What follows belongs to an exercise in optimizing a design on an open flow for small area; a production flow would make more cautious choices. In this exercise RTL edits were held to simulation tests only and were not proved equivalent to the original. No activity file was given, so power comes from the tool's default toggle rates.

File: flow/design.v
module fft_byte_avg #(
   parameter int W = 16
) (
   input  logic [W-1:0] a,
   input  logic [W-1:0] b,
   output logic [W-1:0] y
);
   localparam int H = W / 2;
   for (genvar l = 0; l < 2; l++) begin : g_lane
      logic [H-1:0] c;
      logic [H-1:0] s;
      assign s[0] = a[l*H] ^ b[l*H];
      assign c[0] = a[l*H] & b[l*H];
      for (genvar j = 1; j < H; j++) begin : g_bit
         assign s[j] = a[l*H+j] ^ b[l*H+j] ^ c[j-1];
         assign c[j] = (a[l*H+j] & b[l*H+j]) | (c[j-1] & (a[l*H+j] ^ b[l*H+j]));
      end
      assign y[l*H +: H] = {c[H-1], s[H-1:1]};
   end
endmodule
module fft_scheduler #(
   parameter int TIMEOUT = 255
) (
   input  logic          i_clk,
   input  logic          i_rst_n,
   input  logic          i_trigger,
   input  logic [1023:0] i_frame,
   output logic          o_fft_start,
   output logic [255:0]  o_fft_in,
   input  logic [255:0]  i_fft_out,
   input  logic          i_fft_valid,
   output logic [255:0]  o_freqs,
   output logic          o_done,
   output logic          o_busy,
   output logic [3:0]    o_timeout,
   output logic          o_overrun
);
   localparam int W  = 16;
   localparam int FW = 256;
   localparam int HW = 128;
   localparam int CW = 8;   
   logic            st_idle, st_start, st_wait, st_store, st_avg, st_done;
   logic            busy;       
   logic            keep_f;     
   logic            shift;      
   logic            hold;       
   logic            hold3;      
   logic            put_res;    
   logic            put_avg;    
   logic            put_half;   
   logic [3:0]      slot;       
   logic            trig_prev;
   logic            trig_edge;
   logic [CW-1:0]   wait_cnt;
   logic            timeout_hit;
   logic            fin;
   logic [FW-1:0]   fr [4];
   logic [HW-1:0]   res_q;
   logic [HW-1:0]   avg;
   logic [HW-1:0]   half;
   logic [2*HW-1:0] freqs;
   logic [3:0]      timeout_flags;
   logic            overrun;
   logic            n_idle, n_avg, n_shift;
   assign trig_edge = i_trigger & ~trig_prev;
   assign timeout_hit = (wait_cnt == 8'h80);
   assign fin         = st_wait & (i_fft_valid | timeout_hit);
   assign n_idle  = st_done | (st_idle & ~trig_edge);
   assign n_avg   = st_store & slot[3];
   assign n_shift = fin & ~slot[3];
   always_ff @(posedge i_clk or negedge i_rst_n) begin
      if (!i_rst_n) begin
         st_idle  <= 1'b1;
         busy     <= 1'b0;
         st_start <= 1'b0;
         st_wait  <= 1'b0;
         st_store <= 1'b0;
         st_avg   <= 1'b0;
         keep_f   <= 1'b1;
         st_done  <= 1'b0;
         shift    <= 1'b0;
         hold     <= 1'b0;
         hold3    <= 1'b0;
         put_res  <= 1'b0;
         put_avg  <= 1'b0;
         put_half <= 1'b0;
      end else begin
         st_idle  <= n_idle;
         busy     <= ~n_idle;
         st_start <= (st_idle & trig_edge) | (st_store & ~slot[3]);
         st_wait  <= st_start | (st_wait & ~i_fft_valid & ~timeout_hit);
         st_store <= fin;
         st_avg   <= n_avg;
         keep_f   <= ~n_avg;
         st_done  <= st_avg;
         shift    <= n_shift;
         hold     <= ~n_idle & ~n_shift;
         hold3    <= ~n_idle & ~fin;
         put_res  <= fin & (slot[0] | slot[2]) & i_fft_valid;
         put_avg  <= fin & (slot[1] | slot[3]) & i_fft_valid;
         put_half <= fin & (slot[1] | slot[3]) & ~i_fft_valid;
      end
   end
   assign o_fft_start = st_start;
   assign o_done      = st_done;
   assign o_busy      = busy;
   always_ff @(posedge i_clk or negedge i_rst_n) begin
      if (!i_rst_n) begin
         trig_prev     <= 1'b0;
         overrun       <= 1'b0;
         timeout_flags <= '0;
         freqs         <= '0;
      end else begin
         trig_prev <= i_trigger;
         overrun   <= trig_edge & busy;
         if (st_idle) begin
            if (trig_edge) timeout_flags <= '0;
         end else if (st_wait && !i_fft_valid && timeout_hit) begin
            timeout_flags <= timeout_flags | slot;
         end
         freqs <= ({2*HW{st_avg}} & {fr[3][0 +: HW], fr[2][0 +: HW]}) |
                  ({2*HW{keep_f}} & freqs);
      end
   end
   always_ff @(posedge i_clk) begin
      wait_cnt <= st_wait ? {wait_cnt[6:0], ~(wait_cnt[7] ^ wait_cnt[5] ^ wait_cnt[4] ^ wait_cnt[3])}
                          : '0;
      if (st_idle) slot <= 4'b0001;
      else if (st_store) slot <= {slot[3] | slot[2], slot[1:0], 1'b0};
      res_q <= i_fft_out[HW-1:0];
      for (int r = 0; r < 3; r++)
         fr[r] <= ({FW{st_idle}} & i_frame[r*FW +: FW]) | ({FW{shift}} & fr[r+1]) |
                  ({FW{hold}} & fr[r]);
      fr[3][0 +: HW]  <= ({HW{st_idle}} & i_frame[3*FW +: HW]) | ({HW{put_res}} & res_q) |
                         ({HW{put_avg}} & avg) | ({HW{put_half}} & half) |
                         ({HW{hold3}} & fr[3][0 +: HW]);
      fr[3][HW +: HW] <= ({HW{st_idle}} & i_frame[3*FW+HW +: HW]) | ({HW{busy}} & fr[3][HW +: HW]);
   end
   for (genvar k = 0; k < 8; k++) begin : g_bin
      fft_byte_avg #(.W(W)) u_avg (
         .a (fr[3][k*W +: W]),
         .b (res_q[k*W +: W]),
         .y (avg[k*W +: W])
      );
   end
   for (genvar l = 0; l < 16; l++) begin : g_half
      assign half[l*8 +: 8] = {1'b0, fr[3][l*8+1 +: 7]};
   end
   assign o_fft_in  = fr[0];
   assign o_freqs   = freqs;
   assign o_timeout = timeout_flags;
   assign o_overrun = overrun;
endmodule
File: flow/flow/run.sh
#!/bin/bash
# The standard layout (the standard.sh), with two changes:
#  - the port buffers are plain buf_1 cells;
#  - CTS builds larger leaf clusters of clkbuf_8 cells and adds no dummy loads.
set -euo pipefail
export BUFFER_PORTS_ARGS="-buffer_cell sky130_fd_sc_hd__buf_1"
export CTS_ARGS="-sink_clustering_enable -repair_clock_nets -dont_use_dummy_load -sink_clustering_size 12 -sink_clustering_max_diameter 100 -buf_list sky130_fd_sc_hd__clkbuf_8"
bash standard.sh > standard_flow.log 2>&1
File: flow/standard.sh
#!/bin/bash
# synth_recipe.tcl (not shown) runs the flow's synth.tcl, then flattens the netlist and writes it again
# the make line also repeats each setting of config.mk as NAME=value (left out here)
make -C /OpenROAD-flow-scripts/flow DESIGN_CONFIG=/design/flow/config.mk WORK_HOME=/design/flow/orfs CLKGATE_MAP_FILE= SYNTH_SCRIPT=/design/flow/synth_recipe.tcl "${@:-finish}"
File: flow/config.mk
export PLATFORM = sky130hd
export DESIGN_NAME = fft_scheduler
export DESIGN_NICKNAME = fft_scheduler
export VERILOG_FILES = /design/flow/design.v
export SDC_FILE = /design/flow/constraint.sdc
export NUM_CORES = 4
export LEC_CHECK = 0
export CAP_MARGIN = 20
export CORE_AREA = 10 10 670 670
export DIE_AREA = 0 0 680 680
export SLEW_MARGIN = 20
File: flow/constraint.sdc
create_clock -name core_clock -period 7.0 [get_ports {i_clk}]
set_input_delay 1.4000 -clock core_clock [delete_from_list [all_inputs] [get_ports {i_clk}]]
set_output_delay 1.4000 -clock core_clock [all_outputs]
set_load 0.01 [all_outputs]
==> flow_summary_export.csv, run 1 <==
group,metric,value,unit
run_status,status,"no timing/DRC/antenna violations",
worst_setup_path,critPathRequiredTime,7.77,ns
worst_setup_path,r2r-start,"fr[3][25]$_DFF_P_",
clock_network,htree_levels,4,
finish,area_growth,27.34,%
sta,drv_slew,0,
floorplanning,placementRows,242,
worst_setup_path,critPathKind,"register to register",
yosys,syn_avg_cell_area,11.54,um2
power,pwr-share-seq,0.576,
grt,grt_start_max_net_pins,172,
sta,skew,0.1209,ns
power,power_switching,4.535,mW
worst_setup_path,cpMostUsedCell,"fa_1",
power,combPwrFrac,0.111,
worst_setup_path,worstPathMaxFanout,5,
sta,finalCritPeriodShare,0.5788,
finish,layout.cells.non_filler,11870,
placement,globalplace.congestion,0.9099,
yosys,synthTopCellsByArea,"dfxtp_1 44%, a222oi_1 17%, dfrtp_1 13%",
sta,hold_slack,0.4110,ns
yosys,yosysMostFrequentCell,"dfxtp_1",
clock_network,tritoncts,"yes",
min_path,hold_class,"register to register",
floorplanning,ioPinCount,1804,
yosys,ys_warn_count,3,
grt,grt_pass1_wl,460.5,mm
sta,tightest_slew,1.070,ns
floorplanning,core,434200,um2
yosys,synth_top_area_frac,0.4439,
finish,postLayoutCoreUtil,0.1539,
sta,rsz0062_at_grt,"no",
worst_setup_path,critPathCaptureType,"register",
worst_setup_path,max_stage_delay,0.51,ns
yosys,ys_ff_latch,1440,
sta,fin_setup_tns,0,ns
finish,fin_nets,7417,
clock_network,clock_latency,0.99,ns
placement,dpl-instance-area,64500,um2
sta,hold_viol,0,
grt,grt_pass1_vias,44160,
worst_setup_path,critPathSlowestCell,"fa_1",
placement,pre_cts_slack,3.062,ns
power,power.density,235.2,nW/um2
yosys,synthCells,4549,
sta,fin_ws,2.948,ns
grt,grt.overflow.total,0,
worst_setup_path,start_kind,"register",
clock_network,hold_buffers,0,
route,vias_per_cell,4.028,
worst_setup_path,reg2reg_depth,11,
yosys,synth.net_count,5945,
route,wl,365.0,mm
min_path,whs_endpoint,"fr[1][250]$_DFF_P_",
worst_setup_path,crit_arrival,4.82,ns
sta,finalCriticalPeriod,4.052,ns
yosys,synth-main-ff-cell,"dfxtp_1",
clock_network,post-cts-setup-buffers,0,
sta,relSlewSlack,0.2870,
yosys,synth_common_cells,"1,164 x dfxtp_1, 983 x inv_1, 880 x a222oi_1",
clock_network,numCtsBuffers,148,
clock_network,cts_sinks,1440,
route,drc,0,
clock_network,cts-root-buf,"clkbuf_8",
yosys,syn_area,52490,um2
power,ir_worst_vdd,0.1762,mV
floorplanning,die_w,680,um
floorplanning,die-area,462400,um2
yosys,synth_edf_count,0,
power,p_clk_frac,0.313,
power,p_sw_frac,0.2884,
sta,setup_viol,0,
route,drtIter0Drc,7801,
worst_setup_path,critPathBufInv,2,
run,maxCapViolCount,0,
route,detail_route.wl_per_cell,30.74,um
clock_network,clockBufferDepth,4,
floorplanning,dieHeight,680,um
worst_setup_path,r2r-end,"fr[3][30]$_DFF_P_",
finish,post-route-cell-area,66840,um2
clock_network,cts.reportedPaths.clkPinSlew,0.09,ns
yosys,synth_top_area_cell,"dfxtp_1",
clock_network,ctsResizeCount,0,
power,p_total,15.72,mW
placement,hpwl,303.8,mm
route,detail-route-antenna-nets,0,
grt,grt_use_total,0.1478,
worst_setup_path,crit_chain,"inv_1, fa_1, fa_1, fa_1, fa_1, fa_1, fa_1, inv_1, fa_1, a22oi_1, nand2_1",
route,first_pass_iters,14,
placement,numPlacedInstances,11610,
min_path,worstHoldPathCells,2,
worst_setup_path,path_delay_family,"adder cells",
placement,portBuffers,1675,
power,leakage,28.75,nW
finish,drive_gt1_frac,0.03888,
yosys,async_flop_share,0.1917,
min_path,min_from,"fr[2][250]$_DFF_P_",
yosys,seq_area_frac_synth,0.5756,
floorplanning,initial_core_util,0.1209,
power,intPower,11.19,mW
worst_setup_path,r2r_slack,2.95,ns
route,num_vias,47830,
yosys,ys_types,37,
sta,max_freq,246.8,MHz
grt,antenna_found_initial,201,
## registers in the layout, indices dropped and copies added (netlist names)
name	cells
keep_f	1
put_half	1
busy	1
hold	1
st_store	1
st_start	1
wait_cnt	8
hold3	1
slot	4
st_idle	1
put_res	1
trig_prev	1
st_wait	1
shift	1
put_avg	1
st_avg	1
overrun	1
freqs	256
timeout_flags	4
st_done	1
res_q	128
fr	1024
## tightest hold or removal path, cell delays in order, from the launching register on
cell	delay, ns
dfxtp_1	0.34
a222oi_1	0.10
inv_1	0.05
## cells in the final DEF, fill, tap and decap left out, drive strengths merged, types with 2 or more instances in the layout
cell type,instances
nor2,12
and2,9
a22o,384
diode,121
a21o,3
dfrtp,274
o41ai,4
dfxtp,1164
inv,984
fa,112
clkbuf,157
nand2,152
dfstp,2
o21ai,2
o211ai,96
a21oi,2
buf,1722
xor2,2
a22oi,46
mux2i,2
a222oi,880
## power by group through the flow
stage	sequential, mW	combinational, mW	clock, mW
2_1_floorplan	9.21	0.748	0
3_3_place_gp	9.21	1.70	0
3_5_place_dp	9.23	1.73	0
4_1_cts	9.04	1.74	5.12
5_1_grt	9.10	1.88	5.37
6_report	9.06	1.74	4.92
## kinds of logic after synthesis
logic type,after synthesis,synth area share
multiplexers,2,0.0003814
XOR/XNOR,3,0.0005007
buffers and inverters,1393,0.1126
adder cells (fa/ha/maj),112,0.04272
AND/OR/NAND/NOR,179,0.01404
AO/OA/AOI/OAI,1420,0.2542
flip-flops,1440,0.5756
## layer usage
| metal | share of wire | vias to the layer above | global-route usage |
|---|---|---|---|
| met4 | 0.048 | 84 | 0.05868 |
| li1 | - | 20130 | - |
| met3 | 0.12 | 704 | 0.06857 |
| met5 | 0.0015 | - | 0 |
| met2 | 0.49 | 3000 | 0.2563 |
| met1 | 0.34 | 23920 | 0.1549 |
## final cells by class
| type | count | area, um2 |
|---|---|---|
| Clock buffer | 148 | 2037 |
| Multi-Input combinational cell | 1716 | 16370 |
| Timing Repair Buffer | 1731 | 7012 |
| Sequential cell | 1440 | 30250 |
| Fill cell | 49090 | 367400 |
| Inverter | 984 | 3696 |
| Antenna cell | 121 | 302.8 |
| Tap cell | 5734 | 7174 |
## worst max path at each step
stage | startpoint | end | slack [ns] | cells past startpoint
finish | fr[3][25]$_DFF_P_ | fr[3][30]$_DFF_P_ | 2.95 | 11
global route | fr[3][49]$_DFF_P_ | fr[3][54]$_DFF_P_ | 2.81 | 11
CTS | fr[3][25]$_DFF_P_ | fr[3][30]$_DFF_P_ | 3.00 | 11
detailed placement | fr[3][25]$_DFF_P_ | fr[3][30]$_DFF_P_ | 3.06 | 11
global placement | fr[3][25]$_DFF_P_ | fr[3][30]$_DFF_P_ | 3.03 | 11
floorplan | fr[3][9]$_DFF_P_ | fr[3][14]$_DFF_P_ | 3.50 | 11
==> run 2, diff against run 1 <==
--- a/flow/design.v
+++ b/flow/design.v
@@ -56,3 +56,7 @@
    logic            fin;
-   logic [FW-1:0]   fr [4];
+   logic [FW-1:0]   fr [3];
+   logic [FW-1:0]   fr3;
+   logic [HW-1:0]   fr3_hi;
+   logic [HW-1:0]   fr3_lo_n;   
+   logic [HW-1:0]   fr3_lo_nxt;
    logic [HW-1:0]   res_q;
@@ -120,3 +124,3 @@
          end
-         freqs <= ({2*HW{st_avg}} & {fr[3][0 +: HW], fr[2][0 +: HW]}) |
+         freqs <= ({2*HW{st_avg}} & {fr3[0 +: HW], fr[2][0 +: HW]}) |
                   ({2*HW{keep_f}} & freqs);
@@ -130,13 +134,17 @@
       res_q <= i_fft_out[HW-1:0];
-      for (int r = 0; r < 3; r++)
+      for (int r = 0; r < 2; r++)
          fr[r] <= ({FW{st_idle}} & i_frame[r*FW +: FW]) | ({FW{shift}} & fr[r+1]) |
                   ({FW{hold}} & fr[r]);
-      fr[3][0 +: HW]  <= ({HW{st_idle}} & i_frame[3*FW +: HW]) | ({HW{put_res}} & res_q) |
-                         ({HW{put_avg}} & avg) | ({HW{put_half}} & half) |
-                         ({HW{hold3}} & fr[3][0 +: HW]);
-      fr[3][HW +: HW] <= ({HW{st_idle}} & i_frame[3*FW+HW +: HW]) | ({HW{busy}} & fr[3][HW +: HW]);
+      fr[2] <= ({FW{st_idle}} & i_frame[2*FW +: FW]) | ({FW{shift}} & fr3) |
+               ({FW{hold}} & fr[2]);
+      fr3_lo_n <= ~fr3_lo_nxt;
+      fr3_hi   <= ({HW{st_idle}} & i_frame[3*FW+HW +: HW]) | ({HW{busy}} & fr3_hi);
    end
+   assign fr3 = {fr3_hi, ~fr3_lo_n};
+   assign fr3_lo_nxt = ({HW{st_idle}} & i_frame[3*FW +: HW]) | ({HW{put_res}} & res_q) |
+                       ({HW{put_avg}} & avg) | ({HW{put_half}} & half) |
+                       ({HW{hold3}} & fr3[0 +: HW]);
    for (genvar k = 0; k < 8; k++) begin : g_bin
       fft_byte_avg #(.W(W)) u_avg (
-         .a (fr[3][k*W +: W]),
+         .a (fr3[k*W +: W]),
          .b (res_q[k*W +: W]),
@@ -146,3 +154,3 @@
    for (genvar l = 0; l < 16; l++) begin : g_half
-      assign half[l*8 +: 8] = {1'b0, fr[3][l*8+1 +: 7]};
+      assign half[l*8 +: 8] = {1'b0, fr3[l*8+1 +: 7]};
    end
==> run 2 against run 1 <==
Effect of this change:
- final area down 0.52%
- synthesized area is 1.7% lower
- hold slack worse by 0.0032 ns
- fmax rose by 3.0%
- die area unchanged
- count of clock-buffer cells in the layout rose by 3
- largest cell class unchanged
- sequential power fell by 4.6%
- still clean on timing, DRC and antenna
- sequential share of layout area grew 0.23 points
- register-to-register slack better by 0.12 ns
- critical endpoint is now fr3_lo_n[102]$_DFF_P_
- flip-flop and latch count is the same
==> flow_summary_export.csv, run 2 <==
group,metric,value,unit
run_status,status,"no timing/DRC/antenna violations",
worst_setup_path,cp-startpoint,"fr3_lo_n[97]$_DFF_P_",
clock_network,clock_latency,1.00,ns
yosys,yosysMostFrequentCell,"dfxtp_1",
sta,rsz0062_at_grt,"no",
worst_setup_path,reg2reg_depth,10,
yosys,seq_area_frac_synth,0.5853,
clock_network,tritoncts,"yes",
finish,fin_nets,7442,
placement,portBuffers,1675,
worst_setup_path,start_kind,"register",
sta,finalCritPeriodShare,0.5620,
yosys,synth_edf_count,0,
finish,layout.cells.non_filler,11950,
worst_setup_path,worstPathMaxFanout,4,
clock_network,ctsResizeCount,0,
run,maxCapViolCount,0,
worst_setup_path,critPathRequiredTime,7.77,ns
sta,relSlewSlack,0.2450,
yosys,synth_top_area_frac,0.4514,
power,intPower,10.74,mW
sta,tightest_slew,1.133,ns
finish,final_cell_mix,"1,663 x buf_1, 1,164 x dfxtp_1, 775 x inv_1",
grt,grt_use_total,0.1521,
worst_setup_path,critical_path.endpoint,"fr3_lo_n[102]$_DFF_P_",
finish,mostFrequentLayoutCell,"buf_1",
route,drc,0,
sta,setup_viol,0,
finish,largest_reg_flops,768,
worst_setup_path,crit_arrival,4.71,ns
yosys,synthCells,4572,
grt,antenna_found_initial,183,
worst_setup_path,r2r-start,"fr3_lo_n[97]$_DFF_P_",
clock_network,hold_buffers,0,
sta,max_freq,254.2,MHz
worst_setup_path,critPathKind,"register to register",
route,vias_per_cell,4.018,
worst_setup_path,max_stage_delay,0.53,ns
power,power_switching,4.105,mW
worst_setup_path,r2r_slack,3.07,ns
yosys,ys_warn_count,2,
power,p_clk_frac,0.336,
sta,fin_setup_tns,0,ns
finish,regMostFlops,"fr",
yosys,ys_types,43,
sta,finalCriticalPeriod,3.934,ns
clock_network,cts_sinks,1440,
clock_network,cts-root-buf,"clkbuf_8",
worst_setup_path,cpMostUsedCell,"fa_1",
sta,drv_slew,0,
clock_network,htree_levels,4,
yosys,synth.net_count,5968,
yosys,async_flop_share,0.1917,
route,wl,374.8,mm
grt,grt_start_max_net_pins,180,
finish,drive_gt1_frac,0.04203,
route,detail-route-antenna-nets,0,
floorplanning,die-area,462400,um2
worst_setup_path,critPathCaptureType,"register",
finish,fill_cells,49290,
clock_network,cts.reportedPaths.clkPinSlew,0.08,ns
grt,grt.overflow.total,0,
floorplanning,initial_core_util,0.1189,
route,first_pass_iters,12,
yosys,ys_ff_latch,1440,
floorplanning,ioPinCount,1804,
yosys,synth_common_cells,"1,164 x dfxtp_1, 779 x inv_1, 656 x a222oi_1",
route,detail_route.wl_per_cell,31.36,um
power,power.density,223.2,nW/um2
placement,globalplace.congestion,0.9196,
yosys,synth-main-ff-cell,"dfxtp_1",
worst_setup_path,critPathSlowestCell,"fa_1",
grt,grt_pass1_wl,470.6,mm
placement,numPlacedInstances,11630,
sta,hold_viol,0,
yosys,synthTopCellsByArea,"dfxtp_1 45%, dfrtp_1 13%, a222oi_1 13%",
worst_setup_path,r2r-end,"fr3_lo_n[102]$_DFF_P_",
power,p_sw_frac,0.2766,
worst_setup_path,crit_chain,"inv_1, fa_1, fa_1, fa_1, fa_1, fa_1, fa_1, inv_1, fa_1, o221a_2",
yosys,syn_area,51620,um2
yosys,synth_top_area_cell,"dfxtp_1",
floorplanning,die_w,680,um
power,leakage,28.22,nW
finish,area_growth,28.80,%
clock_network,post-cts-setup-buffers,0,
sta,skew,0.1615,ns
floorplanning,dieHeight,680,um
floorplanning,core,434200,um2
power,combPwrFrac,0.082,
power,ir_worst_vdd,0.1686,mV
placement,hpwl,313.5,mm
floorplanning,placementRows,242,
min_path,hold_class,"register to register",
power,pwr-share-seq,0.582,
finish,postLayoutCoreUtil,0.1531,
route,num_vias,48010,
clock_network,clockBufferDepth,4,
finish,reg.largest.list,"fr (768), freqs (256)",
yosys,syn_avg_cell_area,11.29,um2
clock_network,numCtsBuffers,151,
grt,grt_pass1_vias,44820,
route,drtIter0Drc,8199,
-- run 2: worst min path at each step --
stage                        from                   end  slack (ns)  depth (start not counted)
6_report       fr3_hi[79]$_DFF_P_    fr[2][207]$_DFF_P_        0.41                          2
3_3_place_gp    res_q[63]$_DFF_P_  fr3_lo_n[63]$_DFF_P_        0.43                          1
5_1_grt                   i_rst_n   freqs[75]$_DFF_PN0_        0.32                          1
3_5_place_dp    res_q[71]$_DFF_P_  fr3_lo_n[71]$_DFF_P_        0.44                          1
2_1_floorplan    st_avg$_DFF_PN0_     st_done$_DFF_PN0_        0.39                          0
4_1_cts                   i_rst_n   freqs[75]$_DFF_PN0_        0.26                          1
-- run 2: metal layers --
metal | vias to the layer above | track usage | part of all wire
li1 | 20230 | - | -
met1 | 23950 | 0.1560 | 0.33
met2 | 3109 | 0.2512 | 0.47
met3 | 662 | 0.09017 | 0.15
met4 | 60 | 0.06475 | 0.053
met5 | - | 0 | 0.0011
-- run 2: critical path, delay by kind of cell (launching register included) --
family	cells	cell delay [ns]
adder cells (fa/ha/maj)	7	2.99
flip-flops	1	0.37
buffers and inverters	2	0.16
AO/OA/AOI/OAI	1	0.25
-- run 2: final cells by class --
cell class / instances / area [um2] / area share
Sequential cell: 1440 / 30250 / 0.4549
Multi-Input combinational cell: 1942 / 16660 / 0.2506
Tap cell: 5734 / 7174 / 0.1079
Timing Repair Buffer: 1731 / 6958 / 0.1046
Inverter: 780 / 2940 / 0.04422
Clock buffer: 151 / 2078 / 0.03126
Antenna cell: 172 / 430.4 / 0.006473
-- run 2: kinds of logic (layout without fill, tap and decap cells) --
logic type	count (synthesis)	in the layout	synth area share
AO/OA/AOI/OAI	1643	1643	0.2635
XOR/XNOR	3	3	0.0005091
adder cells (fa/ha/maj)	112	112	0.04344
buffers and inverters	1190	2662	0.09198
flip-flops	1440	1440	0.5853
multiplexers	2	2	0.0003878
other	0	172	0
AND/OR/NAND/NOR	182	182	0.01493
-- run 2: metrics by stage --
step | total power [mW] | hold WS (ns) | area (um2) | setup WS (ns)
after floorplan | 9.227 | 0.3905 | 51620 | 3.490
after global routing | 15.42 | 0.3245 | 66430 | 2.932
after global placement | 10.02 | 0.4349 | 63980 | 3.083
after detailed placement | 10.04 | 0.4381 | 63980 | 3.074
final | 14.84 | 0.4077 | 66490 | 3.066
after CTS | 15.04 | 0.2610 | 66060 | 3.026
-- run 2: power groups by stage --
| stage | Combinational (mW) | Sequential [mW] | Clock (mW) |
|---|---|---|---|
| floorplan | 0.427 | 8.80 | 0 |
| global placement | 1.21 | 8.81 | 0 |
| detailed placement | 1.22 | 8.82 | 0 |
| CTS | 1.23 | 8.64 | 5.18 |
| global route | 1.30 | 8.66 | 5.45 |
| finish | 1.22 | 8.64 | 4.98 |
==> run 3, diff against run 2 <==
--- a/flow/design.v
+++ b/flow/design.v
@@ -56,6 +56,7 @@
    logic            fin;
-   logic [FW-1:0]   fr [3];
-   logic [FW-1:0]   fr3;
-   logic [HW-1:0]   fr3_hi;
-   logic [HW-1:0]   fr3_lo_n;   
+   logic [FW-1:0]   fr [4];     
+   logic [FW-1:0]   fr0, fr2;
+   logic [FW-1:0]   fr1_n;
+   logic [HW-1:0]   fr3_hi_n;
+   logic [HW-1:0]   fr3_lo_n;
    logic [HW-1:0]   fr3_lo_nxt;
@@ -124,3 +125,3 @@
          end
-         freqs <= ({2*HW{st_avg}} & {fr3[0 +: HW], fr[2][0 +: HW]}) |
+         freqs <= ({2*HW{st_avg}} & {fr[3][0 +: HW], fr[2][0 +: HW]}) |
                   ({2*HW{keep_f}} & freqs);
@@ -134,17 +135,21 @@
       res_q <= i_fft_out[HW-1:0];
-      for (int r = 0; r < 2; r++)
-         fr[r] <= ({FW{st_idle}} & i_frame[r*FW +: FW]) | ({FW{shift}} & fr[r+1]) |
-                  ({FW{hold}} & fr[r]);
-      fr[2] <= ({FW{st_idle}} & i_frame[2*FW +: FW]) | ({FW{shift}} & fr3) |
-               ({FW{hold}} & fr[2]);
+      fr0   <=  (({FW{st_idle}} & i_frame[0*FW +: FW]) | ({FW{shift}} & fr[1]) |
+                 ({FW{hold}} & fr[0]));
+      fr1_n <= ~(({FW{st_idle}} & i_frame[1*FW +: FW]) | ({FW{shift}} & fr[2]) |
+                 ({FW{hold}} & fr[1]));
+      fr2   <=  (({FW{st_idle}} & i_frame[2*FW +: FW]) | ({FW{shift}} & fr[3]) |
+                 ({FW{hold}} & fr[2]));
       fr3_lo_n <= ~fr3_lo_nxt;
-      fr3_hi   <= ({HW{st_idle}} & i_frame[3*FW+HW +: HW]) | ({HW{busy}} & fr3_hi);
+      fr3_hi_n <= ~(({HW{st_idle}} & i_frame[3*FW+HW +: HW]) | ({HW{busy}} & fr[3][HW +: HW]));
    end
-   assign fr3 = {fr3_hi, ~fr3_lo_n};
+   assign fr[0] = fr0;
+   assign fr[1] = ~fr1_n;
+   assign fr[2] = fr2;
+   assign fr[3] = {~fr3_hi_n, ~fr3_lo_n};
    assign fr3_lo_nxt = ({HW{st_idle}} & i_frame[3*FW +: HW]) | ({HW{put_res}} & res_q) |
                        ({HW{put_avg}} & avg) | ({HW{put_half}} & half) |
-                       ({HW{hold3}} & fr3[0 +: HW]);
+                       ({HW{hold3}} & fr[3][0 +: HW]);
    for (genvar k = 0; k < 8; k++) begin : g_bin
       fft_byte_avg #(.W(W)) u_avg (
-         .a (fr3[k*W +: W]),
+         .a (fr[3][k*W +: W]),
          .b (res_q[k*W +: W]),
@@ -154,3 +159,3 @@
    for (genvar l = 0; l < 16; l++) begin : g_half
-      assign half[l*8 +: 8] = {1'b0, fr3[l*8+1 +: 7]};
+      assign half[l*8 +: 8] = {1'b0, fr[3][l*8+1 +: 7]};
    end
==> run 3 against run 2 <==
Effect of this change:
- still clean
- count of clock-buffer cells in the layout stayed put
- final area decreased by 0.96%
- via count shrank 0.31%
- die area unchanged
- clock power is essentially flat
- fmax decreased by 0.36%
- setup slack got worse by 0.014 ns
- largest power group unchanged
==> flow_summary_export.csv, run 3 <==
group,metric,value,unit
yosys,ys_ff_latch,1440,
floorplanning,dieHeight,680,um
worst_setup_path,critPathBufInv,2,
yosys,synthTopCellsByArea,"dfxtp_1 46%, dfrtp_1 13%, a22oi_1 8.9%",
finish,fill_cells,49250,
grt,grt.overflow.total,0,
floorplanning,placementRows,242,
clock_network,clock_latency,0.99,ns
worst_setup_path,r2r_slack,3.05,ns
finish,fin_nets,7434,
route,detail-route-antenna-nets,0,
yosys,ys_warn_count,3,
yosys,synth_top_area_cell,"dfxtp_1",
power,leakage,25.08,nW
sta,tightest_slew,1.151,ns
power,power.density,301.0,nW/um2
grt,grt_pass1_vias,44540,
finish,mostFrequentLayoutCell,"buf_1",
sta,finalCriticalPeriod,3.948,ns
clock_network,cts.reportedPaths.clkPinSlew,0.08,ns
placement,hpwl,326.0,mm
yosys,async_flop_share,0.1917,
yosys,synthCells,4573,
clock_network,post-cts-setup-buffers,0,
yosys,synth_common_cells,"1,164 x dfxtp_1, 735 x o21ai_0, 606 x a22oi_1",
placement,pre_cts_slack,2.960,ns
clock_network,ctsResizeCount,0,
floorplanning,die_w,680,um
grt,grt_pass1_wl,486.1,mm
sta,drv_slew,0,
sta,skew,0.1097,ns
power,p_total,19.82,mW
clock_network,cts_sinks,1440,
clock_network,numCtsBuffers,151,
run,maxCapViolCount,0,
clock_network,cts-root-buf,"clkbuf_8",
worst_setup_path,critPathKind,"register to register",
route,num_vias,47870,
sta,hold_viol,0,
placement,portBuffers,1675,
finish,drive_gt1_frac,0.04357,
worst_setup_path,crit_chain,"inv_1, fa_1, fa_1, fa_1, fa_1, fa_1, fa_1, inv_1, fa_1, o221a_2",
finish,area_growth,28.79,%
worst_setup_path,max_stage_delay,0.51,ns
grt,grt_start_max_net_pins,195,
worst_setup_path,critPathSlowestCell,"fa_1",
floorplanning,die-area,462400,um2
sta,setup_viol,0,
finish,final_cell_mix,"1,648 x buf_1, 1,164 x dfxtp_1, 735 x o21ai_0",
worst_setup_path,crit_arrival,4.79,ns
run_status,status,"no timing/DRC/antenna violations",
sta,relSlewSlack,0.2324,
worst_setup_path,cpMostUsedCell,"fa_1",
yosys,ys_types,42,
floorplanning,core,434200,um2
sta,finalCritPeriodShare,0.5640,
worst_setup_path,critPathRequiredTime,7.84,ns
route,drc,0,
route,detail_route.wl_per_cell,32.85,um
worst_setup_path,start_kind,"register",
finish,ff_latch_area,30240,um2
sta,fin_setup_tns,0,ns
sta,max_freq,253.3,MHz
worst_setup_path,critPathCaptureType,"register",
clock_network,tritoncts,"yes",
yosys,yosysMostFrequentCell,"dfxtp_1",
min_path,hold_class,"register to register",
grt,grt_use_total,0.1585,
yosys,synth.net_count,5969,
worst_setup_path,worstPathMaxFanout,4,
route,first_pass_iters,11,
clock_network,hold_buffers,0,
yosys,synth_top_area_frac,0.4557,
yosys,synth_edf_count,0,
yosys,seq_area_frac_synth,0.5908,
route,drtIter0Drc,7158,
worst_setup_path,path_delay_family,"adder cells",
route,vias_per_cell,4.034,
power,ir_worst_vdd,0.2096,mV
yosys,syn_avg_cell_area,11.18,um2
finish,postLayoutCoreUtil,0.1517,
floorplanning,ioPinCount,1804,
grt,antenna_found_initial,191,
placement,globalplace.congestion,0.9359,
yosys,synth-main-ff-cell,"dfxtp_1",
floorplanning,initial_core_util,0.1178,
finish,multi_input_area,17650,um2
yosys,syn_area,51130,um2
clock_network,clockBufferDepth,4,
route,wl,389.7,mm
clock_network,htree_levels,4,
sta,rsz0062_at_grt,"no",
sta,fin_ws,3.052,ns
## run 3: cell types whose count changed after synthesis, sizes merged
cell and change:
a22o -128, o211ai +1, a2bb2oi +128, a222oi -384, o21ai +383, nand2 +2
buf -63, inv -384, a22oi +383, clkbuf +63
## run 3: where the power goes
part           switching, mW  internal (mW)
clock network           3.06           1.92
logic                   3.14           1.19
registers              0.896           9.61
## run 3: final cells by class
cell class | instances | share of cell area
antenna | 94 | 0.003572
clock buffer | 151 | 0.03156
tap | 5734 | 0.1089
inverter | 396 | 0.02284
multi-input combinational | 2327 | 0.2681
timing repair buffer | 1722 | 0.1058
sequential | 1440 | 0.4593
## run 3: metrics by stage
stage / std cells / area [um2] / hold WS (ns)
final: 11860 / 65850 / 0.3584
after global routing: 11820 / 65730 / 0.3706
after CTS: 11770 / 65610 / 0.2897
after detailed placement: 11620 / 63530 / 0.4225
after global placement: 11620 / 63530 / 0.4159
after floorplan: 4573 / 51130 / 0.3905
## run 3: path summary, 6_finish.rpt
| kind | start | to | cells past startpoint |
|---|---|---|---|
| hold reg to reg | fr1_n[74]$_DFF_P_ | fr0[74]$_DFF_P_ | 1 |
| min in group asynchronous | i_rst_n | freqs[177]$_DFF_PN0_ | 1 |
| setup reg to reg | fr3_lo_n[97]$_DFF_P_ | fr3_lo_n[102]$_DFF_P_ | 10 |
| hold / removal | fr1_n[74]$_DFF_P_ | fr0[74]$_DFF_P_ | 1 |
| max in group asynchronous | i_rst_n | freqs[107]$_DFF_PN0_ | 2 |
| setup / recovery | fr3_lo_n[97]$_DFF_P_ | fr3_lo_n[102]$_DFF_P_ | 10 |
## run 3: layer usage
| metal | track usage | up-vias | wire length, um |
|---|---|---|---|
| li1 | - | 20140 | - |
| met1 | 0.1615 | 23970 | 127900 |
| met2 | 0.2499 | 3073 | 175400 |
| met3 | 0.1151 | 604 | 70280 |
| met4 | 0.06117 | 80 | 15630 |
| met5 | 0 | - | 530 |
## run 3: cell families (layout without fill, tap and decap cells)
| logic type | Yosys count | count (layout) | share of synthesized area |
|---|---|---|---|
| compound gates | 2026 | 2026 | 0.2853 |
| flops | 1440 | 1440 | 0.5908 |
| buf+inv | 806 | 2269 | 0.06391 |
| simple gates | 184 | 184 | 0.01520 |
| fa+ha+maj | 112 | 112 | 0.04385 |
| xor+xnor | 3 | 3 | 0.0005140 |
| mux | 2 | 2 | 0.0003915 |
| other cells | 0 | 94 | 0 |
==> run 4, diff against run 3 <==
==> flow/flow/run.sh (replaced) <==
#!/bin/bash
# The standard layout (the standard.sh), with two changes:
#  - the port buffers are plain buf_1 cells;
#  - CTS builds larger leaf clusters of clkbuf_8 cells and adds no dummy loads.
set -euo pipefail
export BUFFER_PORTS_ARGS="-buffer_cell sky130_fd_sc_hd__buf_1"
export CTS_ARGS="-sink_clustering_enable -repair_clock_nets -dont_use_dummy_load -sink_clustering_size 14 -sink_clustering_max_diameter 100 -buf_list sky130_fd_sc_hd__clkbuf_8"
bash standard.sh > standard_flow.log 2>&1
==> run 4 against run 3 <==
Effect of this change:
- still clean on timing, DRC and antenna
- count of clock-buffer cells in the layout decreased by 14
- flip-flop and latch count unchanged
- sequential power about the same
- total power decreased by 1.2%
- critical path type unchanged
- critical endpoint unchanged
==> flow_summary_export.csv, run 4 <==
group,metric,value,unit
power,p_clk_frac,0.243,
finish,final_cell_mix,"1,649 x buf_1, 1,164 x dfxtp_1, 735 x o21ai_0",
finish,drive_gt1_frac,0.04118,
worst_setup_path,critPathCaptureType,"register",
route,detail-route-antenna-nets,0,
yosys,synth_common_cells,"1,164 x dfxtp_1, 735 x o21ai_0, 606 x a22oi_1",
power,power_switching,7.020,mW
yosys,synth-main-ff-cell,"dfxtp_1",
route,drc,0,
worst_setup_path,r2r-end,"fr3_lo_n[102]$_DFF_P_",
route,wl,389.7,mm
yosys,synth_edf_count,0,
yosys,synth_top_area_frac,0.4557,
yosys,synthCells,4573,
worst_setup_path,r2r-start,"fr3_lo_n[97]$_DFF_P_",
sta,skew,0.1123,ns
finish,multi_input_area,17650,um2
sta,finalCritPeriodShare,0.5634,
yosys,synth.net_count,5969,
clock_network,post-cts-setup-buffers,0,
sta,relSlewSlack,0.1764,
clock_network,clock_latency,0.96,ns
sta,drv_slew,0,
route,num_vias,47800,
yosys,yosysMostFrequentCell,"dfxtp_1",
grt,grt_use_total,0.1583,
yosys,ys_types,42,
clock_network,cts.reportedPaths.clkPinSlew,0.10,ns
yosys,synth_top_area_cell,"dfxtp_1",
yosys,synthTopCellsByArea,"dfxtp_1 46%, dfrtp_1 13%, a22oi_1 8.9%",
route,detail_route.wl_per_cell,32.87,um
finish,ff_latch_area,30240,um2
worst_setup_path,worstPathMaxFanout,4,
grt,grt_pass1_vias,44300,
worst_setup_path,reg2reg_depth,10,
worst_setup_path,start_kind,"register",
power,intPower,12.56,mW
clock_network,hold_buffers,0,
route,drtIter0Drc,6938,
power,power.density,298.1,nW/um2
worst_setup_path,critPathRequiredTime,7.86,ns
worst_setup_path,critPathKind,"register to register",
floorplanning,core,434200,um2
power,combPwrFrac,0.220,
floorplanning,placementRows,242,
clock_network,ctsResizeCount,0,
clock_network,htree_levels,4,
sta,fin_setup_tns,0,ns
run_status,status,"no timing/DRC/antenna violations",
floorplanning,die_w,680,um
yosys,seq_area_frac_synth,0.5908,
power,pwr-share-seq,0.537,
grt,grt_use_met2,0.2486,
floorplanning,initial_core_util,0.1178,
power,p_total,19.58,mW
yosys,async_flop_share,0.1917,
grt,grt_pass1_wl,485.1,mm
finish,fill_cells,49260,
clock_network,clockBufferDepth,4,
worst_setup_path,r2r_slack,3.06,ns
sta,finalCriticalPeriod,3.944,ns
min_path,worstHoldPathCells,1,
worst_setup_path,crit_arrival,4.80,ns
min_path,hold_class,"register to register",
clock_network,tritoncts,"yes",
grt,grt.overflow.total,0,
power,ir_worst_vdd,0.2366,mV
clock_network,cts_sinks,1440,
run,maxCapViolCount,0,
sta,tightest_slew,1.240,ns
yosys,ys_ff_latch,1440,
finish,layout.cells.non_filler,11860,
clock_network,numCtsBuffers,137,
grt,use_met3,0.1164,
placement,portBuffers,1675,
placement,numPlacedInstances,11620,
min_path,whs_endpoint,"fr0[92]$_DFF_P_",
sta,max_freq,253.5,MHz
finish,area_growth,28.44,%
sta,setup_viol,0,
grt,antenna_found_initial,185,
floorplanning,ioPinCount,1804,
finish,mostFrequentLayoutCell,"buf_1",
route,first_pass_iters,11,
grt,grt_start_max_net_pins,195,
yosys,syn_avg_cell_area,11.18,um2
min_path,min_from,"fr1_n[92]$_DFF_P_",
power,p_sw_frac,0.3585,
floorplanning,dieHeight,680,um
placement,hpwl,326.0,mm
sta,hold_viol,0,
yosys,ys_warn_count,3,
route,vias_per_cell,4.032,
grt,use_met1,0.1610,
sta,rsz0062_at_grt,"no",
yosys,syn_area,51130,um2
finish,fin_nets,7420,
grt,grt-busiest-layer,"met2",
floorplanning,die-area,462400,um2
power,leakage,24.98,nW
clock_network,cts-root-buf,"clkbuf_8",
placement,globalplace.congestion,0.9359,
-- run 4: cell types whose count changed in the layout (fill, tap and decap cells not counted), sizes merged --
| cell | previous run | this run |
|---|---|---|
| buf | 1715 | 1716 |
| clkbuf | 158 | 143 |
| diode | 94 | 100 |
-- run 4: layout make-up --
cell class              count  share of cell area
repair buffers           1722              0.1060
multi-input cells        2327              0.2688
flip-flops and latches   1440              0.4605
inverters                 396             0.02290
clock buffers             137             0.02871
well taps                5734              0.1092
diodes                    100            0.003810
-- run 4: critical path: stages, from the launching register on --
cell and delay (ns):
dfxtp_1 0.38, inv_1 0.09, fa_1 0.47, fa_1 0.45
fa_1 0.40, fa_1 0.44, fa_1 0.52, fa_1 0.41
inv_1 0.08, fa_1 0.41, o221a_2 0.25
-- run 4: worst max path at each step --
stage / start / endpoint / slack (ns) / cells past startpoint
4_1_cts: fr3_lo_n[97]$_DFF_P_ / fr3_lo_n[102]$_DFF_P_ / 3.01 / 10
6_report: fr3_lo_n[97]$_DFF_P_ / fr3_lo_n[102]$_DFF_P_ / 3.06 / 10
3_5_place_dp: fr3_lo_n[97]$_DFF_P_ / fr3_lo_n[102]$_DFF_P_ / 2.96 / 10
5_1_grt: fr3_lo_n[97]$_DFF_P_ / fr3_lo_n[102]$_DFF_P_ / 2.95 / 10
2_1_floorplan: fr3_lo_n[1]$_DFF_P_ / fr3_lo_n[6]$_DFF_P_ / 3.49 / 10
3_3_place_gp: fr3_lo_n[97]$_DFF_P_ / fr3_lo_n[102]$_DFF_P_ / 2.98 / 10
-- run 4: cell families after synthesis --
group                      share of synthesized area
AOI/OAI and AO/OA                             0.2853
DFF                                           0.5908
buffers and inverters                        0.06391
and+or+nand+nor                              0.01520
adders and majority gates                    0.04385
xor gates and xnor gates                   0.0005140
muxes                                      0.0003915
-- run 4: layer usage --
metal  wire, um  part of all wire  vias to the layer above
li1           -                 -                    20140
met1     128300              0.33                    23870
met2     174800              0.45                     3107
met3      70310              0.18                      607
met4      15730             0.040                       82
met5        549            0.0014                        -
-- run 4: through the flow --
stage	hold slack, ns	utilization	setup WS [ns]	cell area [um2]
final	0.3886	0.1513	3.056	65670
after global routing	0.3878	0.1509	2.953	65510
after CTS	0.3295	0.1507	3.013	65420
after detailed placement	0.4225	0.1463	2.960	63530
after global placement	0.4159	0.1463	2.985	63530
after floorplan	0.3905	-	3.490	51130
-- run 4: power by group through the flow --
stage	Sequential [mW]	Combinational (mW)	Clock, mW
final	10.5	4.32	4.75
after global placement	10.6	4.52	0
after CTS	10.5	4.57	4.95
after global routing	10.6	4.93	5.19
after floorplan	10.7	1.33	0
after detailed placement	10.7	4.56	0
==> run 5, diff against run 4 <==
--- a/flow/config.mk
+++ b/flow/config.mk
@@ -7,5 +7,5 @@
 export LEC_CHECK = 0
-export CAP_MARGIN = 20
+export CAP_MARGIN = 5
 export CORE_AREA = 10 10 670 670
 export DIE_AREA = 0 0 680 680
-export SLEW_MARGIN = 20
+export SLEW_MARGIN = 5
==> run 5 against run 4 <==
Effect of this change:
- first-iteration DRC count hardly changed
- global-route usage unchanged
- critical endpoint unchanged
- clock power is essentially flat
- largest power group unchanged
- hold slack is essentially flat
- synthesized cell count unchanged
- flip-flop and latch count is the same
- non-clock buffer count unchanged
- die area unchanged
- core utilization about the same
- critical path depth is the same
==> flow_summary_export.csv, run 5 <==
group,metric,value,unit
run_status,status,"no timing/DRC/antenna violations",
route,detail_route.wl_per_cell,32.88,um
finish,mostFrequentLayoutCell,"buf_1",
yosys,synth_simple_gate_area_frac,0.01520,
yosys,yosysMostFrequentCell,"dfxtp_1",
sta,fin_setup_tns,0,ns
worst_setup_path,crit_chain,"inv_1, fa_1, fa_1, fa_1, fa_1, fa_1, fa_1, inv_1, fa_1, o221a_2",
yosys,async_flop_share,0.1917,
route,wl,389.7,mm
yosys,synthMuxAreaShare,0.0003915,
placement,pre_cts_slack,2.960,ns
worst_setup_path,worstPathMaxFanout,4,
clock_network,hold_buffers,0,
power,power.density,298.3,nW/um2
route,num_vias,47790,
worst_setup_path,cpMostUsedCell,"fa_1",
floorplanning,initial_core_util,0.1178,
worst_setup_path,critPathSlowestCell,"fa_1",
sta,relSlewSlack,0.1810,
sta,drv_slew,0,
yosys,synth_xor_area_frac,0.0005139,
floorplanning,core,434200,um2
finish,final_cell_mix,"1,651 x buf_1, 1,164 x dfxtp_1, 735 x o21ai_0",
yosys,synth_common_cells,"1,164 x dfxtp_1, 735 x o21ai_0, 606 x a22oi_1",
worst_setup_path,critPathCaptureType,"register",
clock_network,cts.reportedPaths.clkPinSlew,0.10,ns
grt,grt_start_max_net_pins,195,
clock_network,ctsResizeCount,0,
sta,skew,0.1145,ns
route,drtIter0Drc,6936,
grt,grt_pass1_vias,44300,
placement,globalplace.congestion,0.9359,
yosys,synth.net_count,5969,
worst_setup_path,start_kind,"register",
worst_setup_path,critPathRequiredTime,7.86,ns
worst_setup_path,crit_arrival,4.82,ns
power,ir_worst_vdd,0.2365,mV
yosys,synthAdderAreaFrac,0.04385,
yosys,ys_types,42,
sta,setup_viol,0,
clock_network,htree_levels,4,
placement,hpwl,326.0,mm
power,leakage,24.97,nW
finish,drive_gt1_frac,0.04085,
sta,hold_viol,0,
grt,grt_use_total,0.1583,
route,detail-route-antenna-nets,0,
clock_network,cts-root-buf,"clkbuf_8",
yosys,syn_area,51130,um2
yosys,synth-main-ff-cell,"dfxtp_1",
sta,max_freq,252.5,MHz
worst_setup_path,critPathKind,"register to register",
yosys,synth_top_family_by_area,"compound AO/OA/AOI/OAI gates",
placement,portBuffers,1675,
grt,grt_pass1_wl,485.1,mm
sta,finalCritPeriodShare,0.5657,
clock_network,cts_sinks,1440,
sta,fin_ws,3.040,ns
floorplanning,die_w,680,um
route,drc,0,
yosys,synth_top_area_frac,0.4557,
floorplanning,ioPinCount,1804,
grt,antenna_found_initial,185,
route,first_pass_iters,13,
yosys,ys_warn_count,3,
floorplanning,placementRows,242,
sta,tightest_slew,1.234,ns
finish,fin_nets,7420,
worst_setup_path,max_stage_delay,0.52,ns
min_path,hold_class,"register to register",
yosys,ys_ff_latch,1440,
clock_network,clock_latency,0.96,ns
clock_network,numCtsBuffers,137,
floorplanning,dieHeight,680,um
yosys,syn_avg_cell_area,11.18,um2
finish,fill_cells,49260,
clock_network,clockBufferDepth,4,
yosys,synthCells,4573,
finish,area_growth,28.41,%
sta,rsz0062_at_grt,"no",
clock_network,tritoncts,"yes",
route,vias_per_cell,4.032,
sta,finalCriticalPeriod,3.960,ns
clock_network,post-cts-setup-buffers,0,
yosys,seq_area_frac_synth,0.5908,
run,maxCapViolCount,0,
yosys,synth_edf_count,0,
yosys,synthTopCellsByArea,"dfxtp_1 46%, dfrtp_1 13%, a22oi_1 8.9%",
floorplanning,die-area,462400,um2
yosys,synth_compound_area_frac,0.2853,
grt,grt.overflow.total,0,
yosys,synth_top_area_cell,"dfxtp_1",
run 5: worst paths after layout:
path / startpoint / endpoint / slack (ns) / cells past startpoint
max in group asynchronous: i_rst_n / freqs[107]$_DFF_PN0_ / 5.02 / 2
worst max-delay path: fr3_lo_n[97]$_DFF_P_ / fr3_lo_n[102]$_DFF_P_ / 3.04 / 10
worst max register to register: fr3_lo_n[97]$_DFF_P_ / fr3_lo_n[102]$_DFF_P_ / 3.04 / 10
worst min register to register: fr1_n[92]$_DFF_P_ / fr0[92]$_DFF_P_ / 0.39 / 1
min in group asynchronous: i_rst_n / freqs[210]$_DFF_PN0_ / 0.51 / 1
worst min-delay path: fr1_n[92]$_DFF_P_ / fr0[92]$_DFF_P_ / 0.39 / 1
run 5: cell families after synthesis:
group / after synthesis
XOR/XNOR: 3
flip-flops: 1440
AND/OR/NAND/NOR: 184
multiplexers: 2
buffers and inverters: 806
AO/OA/AOI/OAI: 2026
adder cells (fa/ha/maj): 112
run 5: per-stage QoR:
step                      total power, mW  cells    util  area [um2]  hold slack, ns
after floorplan                     11.98   4573       -       51130          0.3905
after global placement              15.15  11620  0.1463       63530          0.4159
after detailed placement            15.23  11620  0.1463       63530          0.4225
after CTS                           20.02  11760  0.1507       65420          0.3295
after global routing                20.77  11790  0.1509       65510          0.3878
final                               19.59  11850  0.1512       65660          0.3882
run 5: area by class of cell:
cell class / count / area [um2] / share of cell area
flip-flops and latches: 1440 / 30240 / 0.4606
well taps: 5734 / 7174 / 0.1093
clock buffers: 137 / 1886 / 0.02872
inverters: 396 / 1504 / 0.02290
multi-input cells: 2327 / 17650 / 0.2689
diodes: 96 / 240.2 / 0.003659
repair buffers: 1722 / 6960 / 0.1060
run 5: worst max-delay path: cells and delay by family, from the launching register on:
kind,cells,cell delay [ns]
DFF,1,0.38
buffers and inverters,2,0.17
adders and majority gates,7,3.12
AOI/OAI and AO/OA,1,0.25
run 5: report_power, final:
group	switching, mW	internal, mW
combinational	3.12	1.19
clock	3.01	1.75
sequential	0.897	9.61
run 5: per-layer routing:
layer  routed length (um)  global-route usage  up-vias
met5                  549                   0        -
met1               128600              0.1610    23880
met2               174900              0.2486     3082
li1                     -                   -    20140
met3                69920              0.1164      604
met4                15750             0.06168       82
==> run 6, diff against run 5 <==
--- a/flow/design.v
+++ b/flow/design.v
@@ -46,2 +46,3 @@
    logic            hold;       
+   logic            nhold;      
    logic            hold3;      
@@ -87,2 +88,3 @@
          hold     <= 1'b0;
+         nhold    <= 1'b1;
          hold3    <= 1'b0;
@@ -102,2 +104,3 @@
          hold     <= ~n_idle & ~n_shift;
+         nhold    <= n_idle | n_shift;
          hold3    <= ~n_idle & ~fin;
@@ -138,3 +141,3 @@
       fr1_n <= ~(({FW{st_idle}} & i_frame[1*FW +: FW]) | ({FW{shift}} & fr[2]) |
-                 ({FW{hold}} & fr[1]));
+                 ~({FW{nhold}} | fr1_n));
       fr2   <=  (({FW{st_idle}} & i_frame[2*FW +: FW]) | ({FW{shift}} & fr[3]) |
--- a/flow/config.mk
+++ b/flow/config.mk
@@ -7,5 +7,5 @@
 export LEC_CHECK = 0
-export CAP_MARGIN = 5
+export CAP_MARGIN = 20
 export CORE_AREA = 10 10 670 670
 export DIE_AREA = 0 0 680 680
-export SLEW_MARGIN = 5
+export SLEW_MARGIN = 20
==> run 6 against run 5 <==
Effect of this change:
- critical endpoint is now fr3_lo_n[6]$_DFF_P_
- synthesized area is 0.60% lower
- flip-flop and latch count is 1 higher
- die area stayed put
- critical path depth stayed put
- core utilization is 0.067 points lower
- count of clock-buffer cells in the layout is 1 lower
- first-iteration DRC count is 18% lower
- sequential share of layout area is 0.25 points higher
- final cell count is 0.26% higher
- via count is 1.7% higher
==> flow_summary_export.csv, run 6 <==
group,metric,value,unit
run_status,status,"no timing/DRC/antenna violations",
placement,pre_cts_slack,2.222,ns
yosys,synthMuxAreaShare,0.0003939,
yosys,seq_area_frac_synth,0.5949,
grt,antenna_found_initial,231,
yosys,synth_xor_area_frac,0.0005169,
yosys,synth.net_count,5972,
grt,grt_pass1_vias,45730,
power,leakage,23.27,nW
route,vias_per_cell,4.088,
clock_network,clockBufferDepth,4,
clock_network,numCtsBuffers,136,
sta,rsz0062_at_grt,"no",
sta,max_freq,226.0,MHz
yosys,synth_top_area_cell,"dfxtp_1",
grt,grt_use_total,0.1739,
sta,tightest_slew,1.270,ns
worst_setup_path,critPathRequiredTime,7.91,ns
yosys,synth_top_area_frac,0.4585,
worst_setup_path,crit_chain,"nor2b_1, fa_1, fa_1, fa_1, fa_1, fa_1, fa_1, inv_1, fa_1, o221a_2",
clock_network,ctsResizeCount,0,
yosys,yosysMostFrequentCell,"dfxtp_1",
worst_setup_path,start_kind,"register",
yosys,synthCells,4576,
grt,grt.overflow.total,0,
worst_setup_path,reg2reg_depth,10,
worst_setup_path,max_stage_delay,0.66,ns
grt,grt_start_max_net_pins,191,
yosys,ys_ff_latch,1441,
clock_network,htree_levels,4,
yosys,synthTopCellsByArea,"dfxtp_1 46%, dfrtp_1 13%, a22oi_1 9.0%",
power,ir_worst_vdd,0.1902,mV
floorplanning,placementRows,242,
route,wl,426.3,mm
route,num_vias,48580,
sta,skew,0.1390,ns
finish,drive_gt1_frac,0.04096,
yosys,synth_common_cells,"1,164 x dfxtp_1, 736 x o21ai_0, 606 x a22oi_1",
yosys,synth_compound_area_frac,0.2808,
yosys,synth_top_family_by_area,"compound AO/OA/AOI/OAI gates",
clock_network,hold_buffers,0,
sta,fin_ws,2.575,ns
floorplanning,die_w,680,um
clock_network,cts.reportedPaths.clkPinSlew,0.11,ns
yosys,syn_avg_cell_area,11.11,um2
placement,hpwl,359.1,mm
worst_setup_path,critPathBufInv,1,
floorplanning,ioPinCount,1804,
sta,relSlewSlack,0.1536,
floorplanning,dieHeight,680,um
yosys,synth_edf_count,0,
finish,final_cell_mix,"1,658 x buf_1, 1,164 x dfxtp_1, 736 x o21ai_0",
worst_setup_path,worstPathMaxFanout,4,
sta,finalCriticalPeriod,4.425,ns
worst_setup_path,crit_arrival,5.34,ns
yosys,ys_warn_count,3,
clock_network,clock_latency,1.00,ns
clock_network,cts-root-buf,"clkbuf_8",
clock_network,post-cts-setup-buffers,0,
finish,mostFrequentLayoutCell,"buf_1",
grt,grt_pass1_wl,527.5,mm
worst_setup_path,critPathKind,"register to register",
floorplanning,core,434200,um2
clock_network,tritoncts,"yes",
sta,finalCritPeriodShare,0.6322,
yosys,synthAdderAreaFrac,0.04411,
floorplanning,initial_core_util,0.1171,
yosys,synth-main-ff-cell,"dfxtp_1",
sta,hold_viol,0,
finish,fin_nets,7428,
yosys,async_flop_share,0.1922,
placement,globalplace.congestion,0.9500,
sta,drv_slew,0,
route,first_pass_iters,7,
worst_setup_path,cpMostUsedCell,"fa_1",
route,drc,0,
sta,setup_viol,0,
worst_setup_path,path_delay_family,"adder cells",
min_path,hold_class,"input pin to asynchronous set/reset pin",
route,detail-route-antenna-nets,0,
worst_setup_path,critPathCaptureType,"register",
route,drtIter0Drc,5654,
finish,fill_cells,49230,
floorplanning,die-area,462400,um2
run,maxCapViolCount,0,
worst_setup_path,path_depth,10,
sta,fin_setup_tns,0,ns
yosys,ys_types,40,
finish,area_growth,28.61,%
clock_network,cts_sinks,1441,
route,detail_route.wl_per_cell,35.87,um
yosys,synth_simple_gate_area_frac,0.03429,
power,power.density,276.5,nW/um2
yosys,syn_area,50830,um2
worst_setup_path,critPathSlowestCell,"dfxtp_1",
placement,portBuffers,1675,
==> run 6: changes by cell type after synthesis, sizes merged, moves of 2 or more <==
cell,previous run,this run
nor2,12,271
a221oi,112,368
a222oi,272,16
inv,396,140
buf,143,156
clkbuf,267,254
and2,9,7
o21a,0,2
==> run 6: cell type report <==
cell class	instances	area [um2]	share of cell area
Inverter	140	545.5	0.008345
Clock buffer	136	1872	0.02863
Sequential cell	1441	30270	0.4631
Antenna cell	119	297.8	0.004555
Tap cell	5734	7174	0.1098
Timing Repair Buffer	1728	6902	0.1056
Multi-Input combinational cell	2585	18310	0.2800
==> run 6: cells by family (layout without fill, tap and decap cells) <==
family / after synthesis / after routing
DFF: 1441 / 1441
muxes: 2 / 2
other: 0 / 119
AOI/OAI and AO/OA: 2027 / 2027
xor gates and xnor gates: 3 / 3
adders and majority gates: 112 / 112
buffers and inverters: 550 / 2004
and+or+nand+nor: 441 / 441
==> run 6: worst register-to-register path, cell delays in order (launching register included) <==
cell and delay [ns]:
dfxtp_1 0.66, nor2b_1 0.13, fa_1 0.40, fa_1 0.45, fa_1 0.54, fa_1 0.60, fa_1 0.48, fa_1 0.37
inv_1 0.08, fa_1 0.40, o221a_2 0.25
==> run 6: stage by stage <==
step                      cells  instance area, um2    util  total power [mW]  hold WS (ns)
final                     11880               65370  0.1506             18.08        0.4222
after global routing      11830               65230  0.1502             18.96        0.3535
after CTS                 11760               65030  0.1498             18.33        0.2791
after detailed placement  11630               63160  0.1455             13.49        0.4235
after global placement    11630               63140  0.1454             13.43        0.4181
after floorplan            4576               50830       -             11.03        0.3905
==> run 6: metal layers <==
layer	vias to the layer above	wire (um)	GRT usage
li1	20170	-	-
met1	24260	142900	0.1796
met2	3249	184300	0.2639
met3	774	78900	0.1331
met4	124	19340	0.07170
met5	-	816	0
==> run 6: final timing paths <==
kind                                        to  slack [ns]                 from
min in group core_clock       fr0[209]$_DFF_P_        0.42   fr1_n[209]$_DFF_P_
max in group asynchronous    put_res$_DFF_PN0_        5.11              i_rst_n
setup reg to reg           fr3_lo_n[6]$_DFF_P_        2.57  fr3_lo_n[0]$_DFF_P_
hold / removal             freqs[71]$_DFF_PN0_        0.42              i_rst_n
setup / recovery           fr3_lo_n[6]$_DFF_P_        2.57  fr3_lo_n[0]$_DFF_P_
hold reg to reg               fr0[209]$_DFF_P_        0.42   fr1_n[209]$_DFF_P_
==> run 6: where the power goes <==
part | internal (mW) | leakage, nW | switching (mW)
logic | 0.844 | 8.89 | 2.50
registers | 9.25 | 13.4 | 0.666
clock network | 1.74 | 0.979 | 3.07
==> run 7, diff against run 6 <==
--- a/flow/config.mk
+++ b/flow/config.mk
@@ -10,2 +10,3 @@
 export DIE_AREA = 0 0 680 680
+export PLACE_DENSITY = 0.75
 export SLEW_MARGIN = 20
==> run 7 against run 6 <==
Effect of this change:
- core utilization about the same
- critical endpoint is now fr3_lo_n[94]$_DFF_P_
- largest cell class unchanged
- critical path depth unchanged
- final cell count down 0.33%
- setup slack improved by 0.32 ns
- flip-flop and latch count stayed put
- final area decreased by 0.33%
- combinational power rose by 4%
- via count grew 1.2%
- clock power shrank 7.5%
- die area did not move
- synthesized area unchanged
- global-route usage rose by 0.20 points
- still clean on timing, DRC and antenna
==> flow_summary_export.csv, run 7 <==
group,metric,value,unit
route,wl,431.7,mm
grt,grt_pass1_wl,529.5,mm
clock_network,clock_latency,1.06,ns
clock_network,hold_buffers,0,
yosys,synth_top_family_by_area,"compound AO/OA/AOI/OAI gates",
route,detail_route.wl_per_cell,36.44,um
yosys,synth_top_area_cell,"dfxtp_1",
power,p_total,17.83,mW
grt,grt_start_max_net_pins,218,
power,ir_worst_vdd,0.1917,mV
sta,rsz0062_at_grt,"no",
placement,portBuffers,1675,
yosys,synth_edf_count,0,
yosys,synth_compound_area_frac,0.2808,
worst_setup_path,worstPathMaxFanout,4,
grt,grt_use_total,0.1760,
placement,pre_cts_slack,2.949,ns
clock_network,ctsResizeCount,0,
yosys,synth_simple_gate_area_frac,0.03429,
yosys,synth_common_cells,"1,164 x dfxtp_1, 736 x o21ai_0, 606 x a22oi_1",
yosys,synthAdderAreaFrac,0.04411,
clock_network,cts.reportedPaths.clkPinSlew,0.10,ns
route,first_pass_iters,9,
run_status,status,"no timing/DRC/antenna violations",
route,drtIter0Drc,6800,
finish,drive_gt1_frac,0.03989,
route,detail-route-antenna-nets,0,
yosys,syn_avg_cell_area,11.11,um2
sta,relSlewSlack,0.2053,
sta,tightest_slew,1.192,ns
min_path,hold_class,"register to register",
worst_setup_path,max_stage_delay,0.50,ns
finish,area_growth,28.19,%
clock_network,htree_levels,3,
yosys,synth-main-ff-cell,"dfxtp_1",
worst_setup_path,critPathCaptureType,"register",
grt,grt.overflow.total,0,
yosys,ys_warn_count,3,
sta,max_freq,243.8,MHz
yosys,async_flop_share,0.1922,
sta,finalCritPeriodShare,0.5859,
run,maxCapViolCount,0,
floorplanning,core,434200,um2
yosys,syn_area,50830,um2
worst_setup_path,critPathKind,"register to register",
floorplanning,ioPinCount,1804,
clock_network,cts_sinks,1441,
yosys,synth.net_count,5972,
yosys,seq_area_frac_synth,0.5949,
clock_network,tritoncts,"yes",
finish,layout.cells.non_filler,11840,
worst_setup_path,start_kind,"register",
route,drc,0,
sta,fin_ws,2.898,ns
sta,drv_slew,0,
yosys,ys_types,40,
sta,skew,0.1604,ns
clock_network,numCtsBuffers,124,
floorplanning,die_w,680,um
floorplanning,dieHeight,680,um
route,num_vias,49170,
yosys,yosysMostFrequentCell,"dfxtp_1",
clock_network,cts-root-buf,"clkbuf_8",
worst_setup_path,critPathSlowestCell,"dfxtp_1",
sta,hold_viol,0,
floorplanning,placementRows,242,
grt,grt_pass1_vias,45590,
grt,antenna_found_initial,262,
sta,setup_viol,0,
worst_setup_path,critPathRequiredTime,7.81,ns
worst_setup_path,crit_chain,"inv_1, fa_1, fa_1, fa_1, fa_1, fa_1, fa_1, inv_1, fa_1, o221a_2",
finish,mostFrequentLayoutCell,"buf_1",
floorplanning,die-area,462400,um2
sta,fin_setup_tns,0,ns
clock_network,clockBufferDepth,4,
yosys,ys_ff_latch,1441,
yosys,synthTopCellsByArea,"dfxtp_1 46%, dfrtp_1 13%, a22oi_1 9.0%",
floorplanning,initial_core_util,0.1171,
placement,hpwl,370.0,mm
placement,numPlacedInstances,11630,
sta,finalCriticalPeriod,4.102,ns
worst_setup_path,cpMostUsedCell,"fa_1",
yosys,synthCells,4576,
power,leakage,23.20,nW
yosys,synth_top_area_frac,0.4585,
finish,postLayoutCoreUtil,0.1501,
finish,fill_cells,48960,
clock_network,post-cts-setup-buffers,0,
yosys,synthMuxAreaShare,0.0003939,
placement,globalplace.congestion,0.9704,
power,power.density,273.7,nW/um2
finish,fin_nets,7415,
worst_setup_path,crit_arrival,4.92,ns
finish,final_cell_mix,"1,652 x buf_1, 1,164 x dfxtp_1, 736 x o21ai_0",
route,vias_per_cell,4.152,
yosys,synth_xor_area_frac,0.0005169,
-- run 7: per-layer routing --
metal	GRT usage	vias to the layer above	wire length, um	part of all wire
li1	-	20090	-	-
met1	0.1706	24090	134200	0.31
met2	0.2664	3838	183500	0.43
met3	0.1505	1002	89120	0.21
met4	0.07797	156	23800	0.055
met5	0	-	1036	0.0024
-- run 7: per-stage QoR --
step                      cell area [um2]  hold slack, ns
after CTS                           64910          0.2728
after detailed placement            63210          0.4230
after global placement              63180          0.4181
after floorplan                     50830          0.3905
after global routing                65040          0.3372
final                               65160          0.2911
-- run 7: layout make-up --
type                    count  area [um2]  share of cell area
well taps                5734        7174              0.1101
multi-input cells        2585       18310              0.2809
diodes                     93       232.7            0.003572
repair buffers           1727        6917              0.1062
clock buffers             124        1707             0.02619
flip-flops and latches   1441       30280              0.4647
inverters                 140       545.5            0.008373
-- run 7: logic make-up after synthesis --
group,count (synthesis)
multiplexers,2
AND/OR/NAND/NOR,441
adder cells (fa/ha/maj),112
AO/OA/AOI/OAI,2027
buffers and inverters,550
XOR/XNOR,3
flip-flops,1441
-- run 7: critical path, delay by kind of cell (launching register included) --
kind            cells  cell delay, ns
compound gates      1            0.25
fa+ha+maj           7            2.93
buf+inv             2            0.21
flops               1            0.50
-- run 7: power by group --
part / leakage, nW / total, mW / switching [mW] / internal [mW]
Clock: 0.892 / 4.45 / 2.88 / 1.57
Sequential: 13.4 / 9.91 / 0.657 / 9.25
Combinational: 8.90 / 3.48 / 2.63 / 0.846
Total: 23.2 / 17.8 / 6.17 / 11.7
-- run 7: path summary, 6_finish.rpt --
kind,from,to,slack (ns),cells past startpoint
hold / removal,fr1_n[121]$_DFF_P_,fr0[121]$_DFF_P_,0.29,1
setup / recovery,fr3_lo_n[89]$_DFF_P_,fr3_lo_n[94]$_DFF_P_,2.90,10
max in group asynchronous,i_rst_n,st_avg$_DFF_PN0_,5.04,2
setup reg to reg,fr3_lo_n[89]$_DFF_P_,fr3_lo_n[94]$_DFF_P_,2.90,10
min in group asynchronous,i_rst_n,freqs[91]$_DFF_PN0_,0.41,1
hold reg to reg,fr1_n[121]$_DFF_P_,fr0[121]$_DFF_P_,0.29,1

static timing again, ports no longer ideal:
Ports are ideal in the flow. The routed layouts listed here were re-timed in OpenROAD. Step 1 assumes that a clkbuf_16 drives the clock port and a buf_2 every other input. Step 2 also shifts input and output timing later by t, the mid clock arrival at the registers, as if the neighbouring blocks saw the same clock. Slacks: no drivers / after step 1 / after step 2; pairs: no drivers / after step 1.
run	shift t [ns]	setup slack, ns	hold slack, ns
run 1	1.024	2.948 / 2.948 / 2.948	0.411 / 0.411 / 0.411
run 2	1.026	3.066 / 3.066 / 3.066	0.408 / 0.382 / 0.408
run 3	1.014	3.052 / 3.052 / 3.052	0.358 / 0.358 / 0.358
run 4	0.997	3.056 / 3.056 / 3.056	0.389 / 0.389 / 0.389
run 5	0.998	3.040 / 3.040 / 3.040	0.388 / 0.388 / 0.388
run 6	1.028	2.575 / 2.575 / 2.575	0.422 / 0.355 / 0.422
run 7	1.058	2.898 / 2.898 / 2.898	0.291 / 0.291 / 0.291
After both steps every run listed still meets setup and hold.
